Context: an optimization exercise on an open-source flow, tuned for a short achievable clock period and few clock cycles per item. The choices shown serve that exercise and are no tape-out recipe.
The RTL was checked by simulation tests, not by an equivalence proof against the original design.
Power and IR drop assume default switching activity.

==> inputs of job 3993 <==
Design rvCore, start of the top module:
module rvCore #(
    parameter int unsigned DMEM_BYTES = 256,
    parameter logic [31:0] RESET_PC   = 32'h0000_0000
) (
    input  logic        clk,
    input  logic        arstN,
    output logic [31:0] fetchPc,
    input  logic [31:0] instr,
    input  logic        instrValid,
    output logic        instrReady,
    output logic        retireValid,
    input  logic        retireReady,
    output logic [31:0] retirePc,
    output logic        retireWe,
    output logic [4:0]  retireRd,
    output logic [31:0] retireData,
    output logic [31:0] retireNextPc
);
    localparam logic [6:0] OP_BRANCH = 7'b1100011;
    localparam logic [6:0] OP_IMM    = 7'b0010011;
    localparam logic [6:0] OP_REG    = 7'b0110011;
    localparam logic [6:0] OP_JAL    = 7'b1101111;
    localparam logic [6:0] OP_JALR   = 7'b1100111;
    localparam logic [6:0] OP_LUI    = 7'b0110111;
    localparam logic [6:0] OP_STORE  = 7'b0100011;
    localparam logic [6:0] OP_LOAD   = 7'b0000011;
    localparam int unsigned ADDR_W = $clog2(DMEM_BYTES);
    localparam int BTB_N = 4;
    logic [31:0] pcF;
    logic [31:0] pcOutF;     
    logic        rdyF;       
    logic        hazF;       
    logic        btbV   [BTB_N];
    logic [31:0] btbPc  [BTB_N];
    logic [31:0] btbTgt [BTB_N];
    logic [$clog2(BTB_N)-1:0] btbPtr;
    logic        validD;
    logic [31:0] pcD;
    logic        predTD;     
    logic [31:0] predTgtD;
    logic [31:0] rfAD;       
    logic [31:0] rfBD;
    logic [4:0]  rs1D;
    logic [4:0]  rs2D;
    logic [4:0]  rdD;
    logic [31:0] immOpD;     
    logic [31:0] immTD;      
    logic [31:0] immID;      
    logic [ADDR_W-1:0] immMD;  
    logic        useRs2D;    
    logic        zeroAD;     
    logic        pcAD;       
    logic        subD;
    logic        logicD;
    logic        xorD;
    logic        bneD;
    logic        isBrD;
    logic        isJalD;
    logic        isJalrD;
  ...
Settings: LEC_CHECK=0, ABC_CLOCK_PERIOD_IN_PS=2000, CAP_MARGIN=20, CORE_MARGIN=2, CORE_UTILIZATION=35, PLACE_DENSITY=0.5, SETUP_SLACK_MARGIN=5, SLEW_MARGIN=20, TNS_END_PERCENT=100; clock period 8.0 ns.
run.sh (not shown) runs the stock make flow with config.mk's settings and CLKGATE_MAP_FILE= SYNTH_SCRIPT=/design/flow/synth_recipe.tcl, a recipe that flattens the netlist after the stock synthesis.
==> inputs of job 1391, as changes to job 3993 <==
--- a/flow/design.v
+++ b/flow/design.v
@@ -102,14 +102,15 @@
     localparam logic [6:0] OP_STORE  = 7'b0100011;
     localparam logic [6:0] OP_LOAD   = 7'b0000011;
     localparam int unsigned ADDR_W = $clog2(DMEM_BYTES);
     localparam int BTB_N = 4;
     logic [31:0] pcF;
     logic [31:0] pcOutF;     
     logic        rdyF;       
+    logic        rdyQ;       
     logic        hazF;       
     logic        btbV   [BTB_N];
     logic [31:0] btbPc  [BTB_N];
     logic [31:0] btbTgt [BTB_N];
     logic [$clog2(BTB_N)-1:0] btbPtr;
     logic        validD;
     logic [31:0] pcD;
@@ -173,37 +174,28 @@
     logic [127:0] memLoM;    
     logic [15:0] memHiM;     
     logic        weM;
     logic        fwdM;
     logic [4:0]  rdM;
     logic        insM;       
     logic        delM;       
-    logic        qValid;
-    logic [31:0] qPc;
-    logic        qWe;
-    logic [4:0]  qRd;
-    logic [31:0] qData;
-    logic [31:0] qNext;
-    logic        sValid;
-    logic [31:0] sPc;
-    logic        sWe;
-    logic [4:0]  sRd;
-    logic [31:0] sData;
-    logic [31:0] sNext;
+    localparam int QN = 5;
+    logic [QN-1:0]    qv;        
+    logic [QN*32-1:0] qPc;
+    logic [QN-1:0]    qWe;
+    logic [QN*5-1:0]  qRd;
+    logic [QN*32-1:0] qData;
+    logic [QN*32-1:0] qNext;
     logic [8*DMEM_BYTES-1:0] dmem;
-    logic        frz;        
-    logic        adv;        
     logic        take;       
     logic        redirE;
     logic        redirD;
     logic [31:0] nextPcE;
-    assign frz        = sValid;
-    assign adv        = ~hazF & ~frz;
     assign instrReady = rdyF;
-    assign take       = instrValid & adv;
+    assign take       = instrValid & ~hazF & rdyQ;
     logic        hitF;
     logic [31:0] hitTgtF;
     logic [31:0] pc4F;
     logic [31:0] predNextF;
     always_comb
     begin
         hitF    = 1'b0;
@@ -246,16 +238,16 @@
         .rs2Sel  (selBF),
         .wrEn    (wrM),
         .wrAddr  (rdM),
         .wrData  (resMfull),
         .rs1Data (rfAF),
         .rs2Data (rfBF)
     );
-    assign wrM = validM & fwdM & ~frz;
-    assign wrE = validE & fwdE & ~isLoadE & ~frz;
+    assign wrM = validM & fwdM;
+    assign wrE = validE & fwdE & ~isLoadE;
     logic [6:0]  opF;
     logic [2:0]  f3F;
     logic        isRegF, isImmF, isLuiF, isBrF, isJalF, isJalrF, isStF, isLdF;
     logic        weF;
     logic        usesRs1F;
     logic        usesRs2F;
     logic [31:0] immIF;
@@ -278,62 +270,60 @@
     assign isJalrF = (opF == OP_JALR);
     assign isStF   = (opF == OP_STORE);
     assign isLdF   = (opF == OP_LOAD);
     assign weF     = isRegF | isImmF | isLuiF | isJalF | isJalrF | isLdF;
     assign usesRs1F = isRegF | isImmF | isBrF | isJalrF | isStF | isLdF;
     assign usesRs2F = isRegF | isBrF | isStF;
     logic hazNextF;
-    logic sValidNext;
-    assign hazNextF = frz  ? hazF :
-                      hazF ? (validE & isLoadE & fwdE & (isStD | isLdD) & (rdE == rs1D)) :
+    logic rdyQNext;
+    assign hazNextF = hazF ? (validE & isLoadE & fwdE & (isStD | isLdD) & (rdE == rs1D)) :
                       (take & ~redirE & ~redirD &
                        ((validD & isLdD & (rdD != 5'd0) &
                          ((usesRs1F & (instr[19:15] == rdD)) |
                           (usesRs2F & (instr[24:20] == rdD)))) |
                         (validE & isLoadE & fwdE & (isStF | isLdF) &
                          (instr[19:15] == rdE))));
     always_ff @(posedge clk or negedge arstN)
     begin
         if (!arstN)
         begin
             pcF    <= RESET_PC;
             pcOutF <= RESET_PC;
             hazF   <= 1'b0;
             rdyF   <= 1'b1;
+            rdyQ   <= 1'b1;
             validD <= 1'b0;
         end
         else
         begin
             hazF <= hazNextF;
-            rdyF <= ~hazNextF & ~sValidNext;
-            if (!frz)
-            begin
-                if (redirE)
-                    pcF <= nextPcE;
-                else if (hazF)
-                    pcF <= pcF;
-                else if (redirD)
-                    pcF <= tgtD;
-                else if (instrValid)
-                    pcF <= predNextF;
-                if (redirE)
-                    pcOutF <= nextPcE;
-                else if (hazF)
-                    pcOutF <= pcOutF;
-                else if (redirD)
-                    pcOutF <= tgtD;
-                else if (instrValid)
-                    pcOutF <= predNextF;
-                if (redirE)
-                    validD <= 1'b0;
-                else if (hazF)
-                    validD <= validD;
-                else
-                    validD <= instrValid & ~redirD;
-            end
+            rdyQ <= rdyQNext;
+            rdyF <= ~hazNextF & rdyQNext;
+            if (redirE)
+                pcF <= nextPcE;
+            else if (hazF)
+                pcF <= pcF;
+            else if (redirD)
+                pcF <= tgtD;
+            else if (take)
+                pcF <= predNextF;
+            if (redirE)
+                pcOutF <= nextPcE;
+            else if (hazF)
+                pcOutF <= pcOutF;
+            else if (redirD)
+                pcOutF <= tgtD;
+            else if (take)
+                pcOutF <= predNextF;
+            if (redirE)
+                validD <= 1'b0;
+            else if (hazF)
+                validD <= validD;
+            else
+                validD <= take & ~redirD;
         end
     end
     always_ff @(posedge clk)
     begin
         if (take)
         begin
             pcD       <= pcF;
@@ -452,20 +442,19 @@
     );
     assign maddrD      = ~eA ? maddrRegD : logicE ? maddrLogicE : maddrSumE;
     assign redirD = validD & jalRedirD & ~hazF;
     always_ff @(posedge clk or negedge arstN)
     begin
         if (!arstN)
             validE <= 1'b0;
-        else if (!frz)
+        else
             validE <= validD & ~hazF & ~redirE;
     end
     always_ff @(posedge clk)
     begin
-        if (!frz && !hazF)
         begin
             pcE       <= pcD;
             pc4E      <= pc4D;
             rdE       <= rdD;
             rs1E      <= rs1V;
             rs2E      <= rs2V;
             immE      <= immID;
@@ -526,42 +515,41 @@
     always_comb
     begin
         memLoE = '0;
         for (int k = 0; k < 16; k++)
             for (int j = 0; j < 16; j++)
                 memLoE[8*k +: 8] = memLoE[8*k +: 8] | (dmem[8*(16*k+j) +: 8] & {8{loE[j]}});
     end
-    assign stE   = validE & ~frz;
+    assign stE   = validE;
     assign stHiE = hiE & {16{stE}};
     for (genvar i = 0; i < DMEM_BYTES; i++)
     begin : gMem
         always_ff @(posedge clk)
         begin
             if (stHiE[i / 16] && stLoE[i % 16])
                 dmem[8*i +: 8] <= rs2E[7:0];
         end
     end
     assign tgtOkE  = (predTgtE == tgtE);
     assign takenE  = isBranchE & ((rs1E == rs2E) ^ isBneE);
     assign toTgtE  = takenE | isJalE;
     assign predOkE = predTE & tgtOkE;
     assign nextPcE = isJalrE ? {jalrSum[31:1], 1'b0} : toTgtE ? tgtE : pc4E;
-    assign redirE  = validE & ~frz &
+    assign redirE  = validE &
                      (isJalrE | (takenE & ~predOkE) | (isJalE & predTE & ~tgtOkE) |
                       (~toTgtE & predTE));
     always_ff @(posedge clk or negedge arstN)
     begin
         if (!arstN)
             validM <= 1'b0;
-        else if (!frz)
+        else
             validM <= validE;
     end
     always_ff @(posedge clk)
     begin
-        if (!frz)
         begin
             pcM     <= pcE;
             nextPcM <= nextPcE;
             resM    <= aluOutE;
             isLoadM <= isLoadE;
             memLoM  <= memLoE;
             memHiM  <= hiE;
@@ -578,16 +566,16 @@
         memByteM = '0;
         for (int k = 0; k < 16; k++)
             memByteM = memByteM | (memLoM[8*k +: 8] & {8{memHiM[k]}});
     end
     assign resMfull = isLoadM ? {24'h000000, memByteM} : resM;
     logic btbIns;
     logic btbDel;
-    assign btbIns = validM & ~frz & insM;
-    assign btbDel = validM & ~frz & delM;
+    assign btbIns = validM & insM;
+    assign btbDel = validM & delM;
     always_ff @(posedge clk or negedge arstN)
     begin
         if (!arstN)
         begin
             for (int i = 0; i < BTB_N; i++)
                 btbV[i] <= 1'b0;
             btbPtr <= '0;
@@ -610,63 +598,63 @@
     begin
         if (btbIns)
         begin
             btbPc[btbPtr]  <= pcM;
             btbTgt[btbPtr] <= nextPcM;
         end
     end
-    logic pushQ;
-    logic popQ;
-    assign pushQ = validM & ~frz;
-    assign popQ  = qValid & retireReady;
-    assign sValidNext = (qValid && !popQ && pushQ) ? 1'b1 : popQ ? 1'b0 : sValid;
-    always_ff @(posedge clk or negedge arstN)
+    logic          pushQ;
+    logic          popQ;
+    logic [QN-1:0] shV;      
+    logic [QN-1:0] putQ;     
+    logic [QN-1:0] qvNext;
+    assign pushQ = validM;
+    assign popQ  = qv[0] & retireReady;
+    always_comb
     begin
-        if (!arstN)
+        for (int i = 0; i < QN; i++)
         begin
-            qValid <= 1'b0;
-            sValid <= 1'b0;
+            shV[i]  = popQ ? ((i + 1 < QN) ? qv[(i + 1) % QN] : 1'b0) : qv[i];
         end
-        else
+        for (int i = 0; i < QN; i++)
         begin
-            if (!qValid || popQ)
-                qValid <= sValid | pushQ;
-            sValid <= sValidNext;
+            putQ[i]   = pushQ & ~shV[i] & ((i == 0) ? 1'b1 : shV[(i + QN - 1) % QN]);
+            qvNext[i] = shV[i] | putQ[i];
         end
     end
-    always_ff @(posedge clk)
+    assign rdyQNext = ~qvNext[1];
+    always_ff @(posedge clk or negedge arstN)
     begin
-        if (!qValid || popQ)
+        if (!arstN)
+            qv <= '0;
+        else
+            qv <= qvNext;
+    end
+    for (genvar i = 0; i < QN; i++)
+    begin : gQueue
+        always_ff @(posedge clk)
         begin
-            if (sValid)
+            if (putQ[i])
             begin
-                qPc   <= sPc;
-                qWe   <= sWe;
-                qRd   <= sRd;
-                qData <= sData;
-                qNext <= sNext;
+                qPc[32*i +: 32]   <= pcM;
+                qWe[i]            <= weM;
+                qRd[5*i +: 5]     <= rdM;
+                qData[32*i +: 32] <= resMfull;
+                qNext[32*i +: 32] <= nextPcM;
             end
-            else
+            else if (popQ && i + 1 < QN)
             begin
-                qPc   <= pcM;
-                qWe   <= weM;
-                qRd   <= rdM;
-                qData <= resMfull;
-                qNext <= nextPcM;
+                qPc[32*i +: 32]   <= qPc[32*((i + 1) % QN) +: 32];
+                qWe[i]            <= qWe[(i + 1) % QN];
+                qRd[5*i +: 5]     <= qRd[5*((i + 1) % QN) +: 5];
+                qData[32*i +: 32] <= qData[32*((i + 1) % QN) +: 32];
+                qNext[32*i +: 32] <= qNext[32*((i + 1) % QN) +: 32];
             end
         end
-        if (qValid && !popQ && pushQ)
-        begin
-            sPc   <= pcM;
-            sWe   <= weM;
-            sRd   <= rdM;
-            sData <= resMfull;
-            sNext <= nextPcM;
-        end
     end
-    assign retireValid  = qValid;
-    assign retirePc     = qPc;
-    assign retireWe     = qWe;
-    assign retireRd     = qRd;
-    assign retireData   = qData;
-    assign retireNextPc = qNext;
+    assign retireValid  = qv[0];
+    assign retirePc     = qPc[31:0];
+    assign retireWe     = qWe[0];
+    assign retireRd     = qRd[4:0];
+    assign retireData   = qData[31:0];
+    assign retireNextPc = qNext[31:0];
 endmodule
==> summary of the runs <==
Of job 3993 and job 1391, job 1391 has the higher global-route usage (gap 0.58 points). Against job 3993, the sequential power of job 1391 is larger by about 3%. Of job 1391 and job 3993, job 1391 has the higher area after synthesis (gap about 4.6%, measured against job 3993). Against job 1391, the synthesized cell count of job 3993 is lower by 6.1%. Between job 3993 and job 1391, the lower worst setup slack is in job 1391 (gap 82 ps). Clock skew: job 1391 is higher than job 3993 (30 ps). Between job 3993 and job 1391, the lower non-clock buffer count is in job 1391 (gap 164). Between job 3993 and job 1391, the lower die area is in job 3993 (gap about 4.4%, measured against job 1391). Between job 3993 and job 1391, the lower utilization is in job 1391 (gap 0.55 points). Between job 3993 and job 1391, the lower count of clock-buffer cells in the layout is in job 3993 (gap 173). Via count: job 3993 is smaller than job 1391 (about 4.5%).
==> figures <==
metric                                                                                job 3993                   job 1391
Result of the run                                             no timing/DRC/antenna violations  no timing/DRC/antenna violations
Peak supply drop                                                                    0.000402 V                 0.000305 V
Highest cell delay on the worst timing path                                             390 ps                     590 ps
Multi-input gate share of the layout cell area                                           0.260                      0.262
Number of cells in the design after placement                                            19700                      20800
Worst reg-to-reg setup slack                                                           4610 ps                    4660 ps
Share of final layout cell area taken by clock buffers and inverters                    0.0670                     0.0737
Placed cell area                                                                   191000 um^2                199000 um^2
DIE WIDTH                                                                               721 um                     737 um
Final routed wire length divided by cell count                                         36.3 um                    37.1 um
Worst hold slack                                                                        416 ps                     322 ps
Sequential fraction of the synthesis area                                                0.693                      0.682
HPWL Detailed                                                                        452000 um                  490000 um
Grt met2 use                                                                             0.423                      0.427
Static leakage                                                                         80.2 nW                    83.4 nW
Clock buf count                                                                            581                        754
Share of the synthesized area in the top cell type                                       0.549                      0.483
Buf+Inv Stages, Crit Path                                                                    3                          1
Layout net count                                                                         14500                      15100
Tap Cells                                                                                 6757                       7181
Cell with the biggest individual delay on the critical path           sky130_fd_sc_hd__dfrtp_1  sky130_fd_sc_hd__edfxtp_1
Total Power Consumption                                                                86.6 mW                    85.6 mW
FFs w/ async S/R, synth                                                                  0.240                      0.224
Testbench counts of job 3993, summed over its fixed seeds: cycles 24,274, instrs 24,000.
Testbench counts of job 1391, summed over its fixed seeds: cycles 24,274, instrs 24,000.

## port drivers added, routing unchanged
No port has a modelled driver above. Below, the same layouts with a new extraction and two added sets of constraints. Step 1, drivers: a clkbuf_16 drives clk and a buf_2 each remaining input, both assumed. Step 2 moves the port delays by t, midway between the first and last clock arrival at a register: inputs arrive t later, outputs are due t later. That takes back most of the time a late clock gives input paths. Three values: ideal, step 1, step 2; two values: the first two.
| run | t, ns | setup slack, ns | worst setup path at the end | clock arrival spread, ns |
|---|---|---|---|---|
| job 3993 | 1.159 | 4.593 / 4.474 / 3.573 | input to register | 0.066 / 0.066 |
| job 1391 | 1.192 | 4.511 / 4.389 / 3.408 | input to register | 0.106 / 0.107 |
After both steps every run listed still meets setup and hold. For job 1391, which loses most, drivers alone change the setup slack by -0.122 ns; drivers and shift together by -1.103 ns.
